From an optimization exercise on the open Yosys and OpenROAD flow, aimed at small area and a short achievable clock period; shortcuts taken in it are not production practice.

== main ==
==> flow/design.v <==
module mcdf_arb_n #(
    parameter  int NCH   = 4,
    parameter  int DW    = 32,
    parameter  int DEPTH = 32,
    localparam int ID_W  = (NCH > 1) ? $clog2(NCH) : 1
) (
    input  logic                clk_i,
    input  logic                rstn_i,
    input  logic [NCH*DW-1:0]   ch_data_i,
    input  logic [NCH-1:0]      ch_valid_i,
    output logic [NCH-1:0]      ch_ready_o,
    input  logic [NCH-1:0]      cfg_en_i,
    input  logic [NCH*2-1:0]    cfg_prio_i,
    input  logic [NCH*3-1:0]    cfg_pkglen_i,
    output logic [NCH*8-1:0]    margin_o,
    input  logic                f2a_id_req_i,
    input  logic                f2a_ack_i,
    output logic                a2f_val_o,
    output logic [ID_W-1:0]     a2f_id_o,
    output logic [DW-1:0]       a2f_data_o,
    output logic [2:0]          a2f_pkglen_sel_o
);
    localparam int AW = $clog2(DEPTH);
    localparam int CW = AW + 1;
    localparam int RD = DEPTH - 1;      
    logic            xfer;
    logic [DW-1:0]   head   [NCH];
    logic [DW-1:0]   sreg   [NCH][RD];
    logic [CW-1:0]   mgn    [NCH];      
    logic [DW-1:0]   rdat   [NCH];
    logic [NCH-1:0]  empty, one, full, push, pop, elig, cur, h_din, h_mem;
    logic [ID_W-1:0] rr_ptr, winner;
    logic            win_found, grant_go, xfer_pop, last;
    logic [AW-1:0]   wcnt;
    always_comb begin
        for (int n = 0; n < NCH; n++) begin
            empty[n]           = mgn[n][AW];
            one[n]             = (mgn[n] == CW'(DEPTH - 1));
            full[n]            = (mgn[n] == '0);
            cur[n]             = (a2f_id_o == ID_W'(n));
            ch_ready_o[n]      = cfg_en_i[n] && !full[n];
            push[n]            = ch_valid_i[n] && cfg_en_i[n] && !full[n];
            pop[n]             = xfer_pop && cur[n];
            elig[n]            = cfg_en_i[n] && !empty[n];
            margin_o[n*8 +: 8] = 8'(mgn[n]);
            h_din[n]           = push[n] && (empty[n] || (one[n] && pop[n]));
            h_mem[n]           = pop[n] && !one[n];
        end
    end
    assign a2f_val_o  = xfer && !empty[a2f_id_o];
    assign xfer_pop   = a2f_val_o && f2a_ack_i;
    assign a2f_data_o = head[a2f_id_o];
    localparam int NT = RD + 1;               
    localparam int NA = (NT + 2) / 3;         
    localparam int NN = (NA + 3) / 4;         
    for (genvar n = 0; n < NCH; n++) begin : g_rd
        logic [3*NA-1:0]    sel;
        logic [DW*3*NA-1:0] dat;
        always_comb begin
            sel = '0;
            dat = '0;
            for (int i = 0; i < RD; i++) begin
                sel[i]            = (mgn[n] == CW'(RD - 1 - i));
                dat[i*DW +: DW]   = sreg[n][i];
            end
            sel[RD]           = h_din[n];
            dat[RD*DW +: DW]  = ch_data_i[n*DW +: DW];
        end
        for (genvar b = 0; b < DW; b++) begin : g_b
            logic [NA-1:0] t;
            logic [NN-1:0] u;
            for (genvar k = 0; k < NA; k++) begin : g_a
                mcdf_arb_aoi222 u_aoi (
                    .a0(dat[(3*k)*DW + b]),   .s0(sel[3*k]),
                    .a1(dat[(3*k+1)*DW + b]), .s1(sel[3*k+1]),
                    .a2(dat[(3*k+2)*DW + b]), .s2(sel[3*k+2]),
                    .y(t[k]));
            end
            for (genvar k = 0; k < NN; k++) begin : g_n
                localparam int W = (NA - 4*k < 4) ? NA - 4*k : 4;
                mcdf_arb_nand #(.W(W)) u_nand (.a(t[4*k +: W]), .y(u[k]));
            end
            assign rdat[n][b] = |u;
        end
    end
    logic [NCH-1:0] win;
    logic [2:0]     win_len;
    always_comb begin
        for (int i = 0; i < NCH; i++) begin
            win[i] = elig[i];
            for (int j = 0; j < NCH; j++) begin
                if (j != i) begin
                    logic [ID_W-1:0] di, dj;
                    di = ID_W'(i) - rr_ptr - ID_W'(1);    
                    dj = ID_W'(j) - rr_ptr - ID_W'(1);
                    win[i] = win[i] && (!elig[j] ||
                             (cfg_prio_i[i*2 +: 2] < cfg_prio_i[j*2 +: 2]) ||
                             ((cfg_prio_i[i*2 +: 2] == cfg_prio_i[j*2 +: 2]) && (di < dj)));
                end
            end
        end
        win_found = |elig;
        winner    = '0;
        win_len   = '0;
        for (int i = 0; i < NCH; i++) begin
            winner  = winner  | (win[i] ? ID_W'(i) : '0);
            win_len = win_len | (win[i] ? cfg_pkglen_i[i*3 +: 3] : 3'd0);
        end
    end
    assign grant_go = !xfer && f2a_id_req_i && win_found;
    always_comb begin
        case (a2f_pkglen_sel_o)
            3'd0:    last = &wcnt[1:0];
            3'd1:    last = &wcnt[2:0];
            3'd2:    last = &wcnt[3:0];
            default: last = &wcnt[4:0];
        endcase
    end
    always_ff @(posedge clk_i or negedge rstn_i) begin
        if (!rstn_i) begin
            xfer             <= 1'b0;
            a2f_id_o         <= '0;
            a2f_pkglen_sel_o <= '0;
            rr_ptr           <= ID_W'(NCH - 1);
            wcnt             <= '0;
        end else begin
            if (grant_go) begin
                xfer             <= 1'b1;
                a2f_id_o         <= winner;
                rr_ptr           <= winner;
                a2f_pkglen_sel_o <= win_len;
            end
            if (xfer_pop) begin
                if (last) begin
                    xfer <= 1'b0;
                    wcnt <= '0;
                end else begin
                    wcnt <= wcnt + AW'(1);
                end
            end
        end
    end
    always_ff @(posedge clk_i or negedge rstn_i) begin
        if (!rstn_i) begin
            for (int n = 0; n < NCH; n++) mgn[n] <= CW'(DEPTH);
        end else begin
            for (int n = 0; n < NCH; n++) begin
                if (push[n] && !pop[n])      mgn[n] <= mgn[n] - CW'(1);
                else if (pop[n] && !push[n]) mgn[n] <= mgn[n] + CW'(1);
            end
        end
    end
    always_ff @(posedge clk_i) begin
        for (int n = 0; n < NCH; n++) begin
            if (h_din[n] || h_mem[n]) head[n] <= rdat[n];
            if (push[n]) begin
                sreg[n][0] <= ch_data_i[n*DW +: DW];
                for (int i = 1; i < RD; i++) sreg[n][i] <= sreg[n][i-1];
            end
        end
    end
endmodule
module mcdf_arb_aoi222 (
    input  logic a0, s0, a1, s1, a2, s2,
    output logic y
);
    assign y = !((a0 && s0) || (a1 && s1) || (a2 && s2));
endmodule
module mcdf_arb_nand #(
    parameter int W = 4
) (
    input  logic [W-1:0] a,
    output logic         y
);
    assign y = !(&a);
endmodule
make LEC_CHECK=0 CAP_MARGIN=20 CORE_MARGIN=2 CORE_UTILIZATION=70 CTS_BUF_LIST='sky130_fd_sc_hd__clkbuf_4 sky130_fd_sc_hd__clkbuf_8' CTS_CLUSTER_SIZE=20 SETUP_SLACK_MARGIN=4.2 SLEW_MARGIN=20 SYNTH_HIERARCHICAL=1 finish   # period 8.0 ns
run.sh (not shown) runs the stock make flow with config.mk's settings and CLKGATE_MAP_FILE= SYNTH_SCRIPT=/design/flow/synth_recipe.tcl, a recipe that flattens the netlist after the stock synthesis.
main: flow completed, timing, DRC and antenna clean
Edits applied to the flow inputs when going from main to the feature branch:
# main
export LEC_CHECK = 0
export CAP_MARGIN = 20
export CORE_MARGIN = 2
export CORE_UTILIZATION = 70
export CTS_BUF_LIST = sky130_fd_sc_hd__clkbuf_4 sky130_fd_sc_hd__clkbuf_8
export CTS_CLUSTER_SIZE = 20
export SETUP_SLACK_MARGIN = 4.2
export SLEW_MARGIN = 20
export SYNTH_HIERARCHICAL = 1
create_clock -name core_clock -period 8.0 [get_ports {clk_i}]
# the feature branch
export LEC_CHECK = 0
export CAP_MARGIN = 20
export CORE_MARGIN = 2
export CORE_UTILIZATION = 70
export SETUP_SLACK_MARGIN = 4.2
export SLEW_MARGIN = 20
export SYNTH_HIERARCHICAL = 1
create_clock -name core_clock -period 8.0 [get_ports {clk_i}]
Results
Diff main..the feature branch | global-route wire length before repair | negligible
Min routed length on met2 across main and the feature branch: main
Filler cell count was lower in the feature branch than in main.
The share of the clock period used by the worst path after layout reported for the feature branch is smaller than that of main by 1.5 points.
No functional check of the RTL was part of any run of this note.

-- port drivers added, routing unchanged --
Ports are ideal in the flow. The routed layouts listed here were re-timed in OpenROAD.
Step 1 assumes that a clkbuf_16 drives the clock port and a buf_2 every other input.
Step 2, shift: input delay + t, output delay - t, t = (earliest + latest rising clock arrival at the registers) / 2. This alone moves slack from input paths to output paths.
Slacks: no drivers / after step 1 / after step 2; pairs: no drivers / after step 1.
run | t (ns) | setup WS [ns] | worst hold slack (ns)
main | 1.188 | 3.687 / 3.587 / 3.205 | 0.428 / 0.428 / 0.428
the feature branch | 1.036 | 3.806 / 3.729 / 3.300 | 0.426 / 0.426 / 0.426
After both steps every run listed still meets setup and hold. The setup slack of the feature branch, which loses most, moves by -0.077 ns with the drivers and by -0.506 ns with both steps.
